Source: an optimization exercise on an open RTL-to-GDS flow (aim: small area and a short achievable clock period). Production flows keep margins and buffers that such runs may drop.
Only simulation tests tie the RTL to the original design; equivalence was not proved.
Power figures rest on the tool's default switching activity, not on a simulated workload.

Design fpalu_top, start of the top module:
module fpalu_top (
	input  logic                 clk,
	input  logic                 rst,
	input  logic                 in_valid,
	input  fpalu_pkg::fpalu_op_t op,
	input  logic                 a_sgn,
	input  fpalu_pkg::exp_t      a_exp,
	input  fpalu_pkg::man_t      a_man,
	input  logic                 b_sgn,
	input  fpalu_pkg::exp_t      b_exp,
	input  fpalu_pkg::man_t      b_man,
	output logic                 out_valid,
	output logic                 y_sgn,
	output fpalu_pkg::exp_t      y_exp,
	output fpalu_pkg::man_t      y_man
);
Size in the first run: roughly 1,900 cells after synthesis, ~200 flip-flops, about 92 I/O pins, roughly 0.014 mm2 of cells after synthesis.
==> flow/config.mk <==
export PLATFORM = sky130hd
export DESIGN_NAME = fpalu_top
export DESIGN_NICKNAME = fpalu_top
export VERILOG_FILES = /design/flow/design.v
export SDC_FILE = /design/flow/constraint.sdc
export NUM_CORES = 4
export LEC_CHECK = 0
export ABC_AREA = 1
export CAP_MARGIN = 20
export CORE_MARGIN = 2
export CORE_UTILIZATION = 40
export SETUP_SLACK_MARGIN = 2.5
export SLEW_MARGIN = 20
==> flow/constraint.sdc <==
create_clock -name core_clock -period 5.5 [get_ports {clk}]
set_input_delay 1.1000 -clock core_clock [delete_from_list [all_inputs] [get_ports {clk}]]
set_output_delay 1.1000 -clock core_clock [all_outputs]
set_load 0.01 [all_outputs]
run.sh (not shown) runs the stock make flow with config.mk's settings and CLKGATE_MAP_FILE= SYNTH_SCRIPT=/design/flow/synth_recipe.tcl, a recipe that flattens the netlist after the stock synthesis.
The first run completed with no timing, DRC or antenna violations.
Then changed:
Settings changed: ABC_AREA 1 to unset, SETUP_SLACK_MARGIN 2.5 to 3.2.
The new run produced a clean layout.
Core utilization goes up by 7.8 points.
Worst hold slack got worse by 0.0041 ns.
Critical path depth goes up by 1.
Clock power goes down by about 4%.
Final area goes up by about 17%.
Worst setup slack improved by 0.16 ns.
Global-route usage goes up by 0.19 points.
Synthesized area goes up by about 2.3%.
Wire length goes up by 6.3%.
Sequential share of layout area goes down by 3.1 points.
Maximum frequency goes up by 5.6%.
Then changed:
==> flow/flow/run.sh (new file) <==
#!/bin/bash
# Standard layout with the extra ORFS settings below
set -euo pipefail
cd "$(dirname "$0")/.."
bash standard.sh synth > synth.log 2>&1
bash standard.sh "BUFFER_PORTS_ARGS=-buffer_cell sky130_fd_sc_hd__buf_1" finish > layout.log 2>&1
==> flow/standard.sh (new file) <==
#!/bin/bash
# synth_recipe.tcl (not shown) runs the flow's synth.tcl, then flattens the netlist and writes it again
# the make line also repeats each setting of config.mk as NAME=value (left out here)
make -C /OpenROAD-flow-scripts/flow DESIGN_CONFIG=/design/flow/config.mk WORK_HOME=/design/flow/orfs CLKGATE_MAP_FILE= SYNTH_SCRIPT=/design/flow/synth_recipe.tcl "${@:-finish}"
Settings changed: CORE_UTILIZATION 40 to 60, SETUP_SLACK_MARGIN 3.2 to 2.5.
removed: flow/run.sh
Result: The changed run finished clean. Setup slack gets worse by 0.14 ns. Clock-buffer cell count goes down by 4. Utilization goes up by 12 points. Cell count goes down by about 13%.

Another version of the RTL of fpalu_top (not shown whole).
Size: ~1400 cells after synthesis, about 180 flip-flops, ~12000 µm² of cells after synthesis.
==> flow/config.mk <==
export PLATFORM = sky130hd
export DESIGN_NAME = fpalu_top
export DESIGN_NICKNAME = fpalu_top
export VERILOG_FILES = /design/flow/design.v
export SDC_FILE = /design/flow/constraint.sdc
export NUM_CORES = 4
export LEC_CHECK = 0
export CAP_MARGIN = 20
export CORE_MARGIN = 2
export CORE_UTILIZATION = 40
export PLACE_DENSITY = 0.7
export SETUP_SLACK_MARGIN = 2.8
export SLEW_MARGIN = 20
==> flow/constraint.sdc <==
create_clock -name core_clock -period 5.5 [get_ports {clk}]
set_input_delay 1.1000 -clock core_clock [delete_from_list [all_inputs] [get_ports {clk}]]
set_output_delay 1.1000 -clock core_clock [all_outputs]
set_load 0.01 [all_outputs]
standard.sh (not shown) runs the stock make flow with config.mk's settings and CLKGATE_MAP_FILE= SYNTH_SCRIPT=/design/flow/synth_recipe.tcl, a recipe that flattens the netlist after the stock synthesis.
==> flow/flow/run.sh <==
#!/bin/bash
# Standard layout, with the port buffers made from plain buffers instead of
# the delay cells buffer_ports picks by default.
set -euo pipefail
cd "$(dirname "$0")/.."
bash standard.sh synth > synth.log 2>&1
bash standard.sh "BUFFER_PORTS_ARGS=-buffer_cell sky130_fd_sc_hd__buf_1" finish > layout.log 2>&1
Next try:
Settings changed: SETUP_SLACK_MARGIN 2.8 to 2.75.
What happened: Total power is lower by about 4.6%. Setup slack is worse by 0.021 ns. Utilization drops by 1.4 points. Synthesized area stays the same.
Next try:
Settings changed: PLACE_DENSITY 0.7 to unset, SETUP_SLACK_MARGIN 2.75 to 2.7, TNS_END_PERCENT set to 5.
Routed wire length grows by 1.0%.
Global-route usage grows by 0.43 points.
Synthesized area does not change.
Final cell count shrinks by 2.0%.
Next try:
Settings changed: PLACE_DENSITY set to 0.7, SETUP_SLACK_MARGIN 2.7 to 2.6, TNS_END_PERCENT 5 to unset.
What happened:
- core utilization went down by 0.50 points
- maximum frequency fell by 3.6%
- die area stays the same
- clock power hardly moves
- combinational power came out lower by about 3%
- via count drops by 0.78%
- wire length drops by 4.5%
Next try:
Settings changed: PLACE_DENSITY 0.7 to unset, SETUP_SLACK_MARGIN 2.6 to 2.7.
=> The new run ran to the end with no violations. Non-clock buffer count goes up by 18. Wire length goes up by a few percent. Worst hold slack loses 0.0094 ns.

-- port drivers added, routing unchanged --
The results above use ideal ports. As a check the final layouts listed here were re-extracted and re-timed, cells and wires unchanged. Step 1 (the two cells are an assumption about what drives the block):
set clk [get_ports {clk}]
set_driving_cell -lib_cell sky130_fd_sc_hd__clkbuf_16 $clk
set_driving_cell -lib_cell sky130_fd_sc_hd__buf_2 [delete_from_list [all_inputs] $clk]
Step 2 also shifts input and output timing later by t, the mid clock arrival at the registers, as if the neighbouring blocks saw the same clock. Slacks: ideal / step 1 / step 2; pairs: ideal / step 1.
run | t, ns | slack for setup (ns) | worst setup path at the end | worst register clock-pin slew, ns
the first run of note 1 | 0.485 | 2.513 / 2.513 / 2.230 | input to register | 0.08 / 0.08
the second run of note 1 | 0.502 | 2.672 / 2.676 / 2.173 | input to register | 0.08 / 0.08
the third run of note 1 | 0.498 | 2.535 / 2.535 / 2.085 | input to register | 0.09 / 0.09
the first run of note 2 | 0.487 | 2.797 / 2.797 / 2.329 | input to register | 0.07 / 0.07
the second run of note 2 | 0.478 | 2.775 / 2.775 / 2.370 | input to register | 0.07 / 0.07
the third run of note 2 | 0.485 | 2.726 / 2.726 / 2.289 | input to register | 0.08 / 0.08
the fourth run of note 2 | 0.478 | 2.623 / 2.623 / 2.266 | input to register | 0.08 / 0.08
the fifth run of note 2 | 0.489 | 2.743 / 2.743 / 2.355 | input to register | 0.07 / 0.07
After both steps setup and hold are still met in every run listed. For the second run of note 1, which loses most, drivers alone change the setup slack by +0.004 ns; drivers and shift together by -0.499 ns.
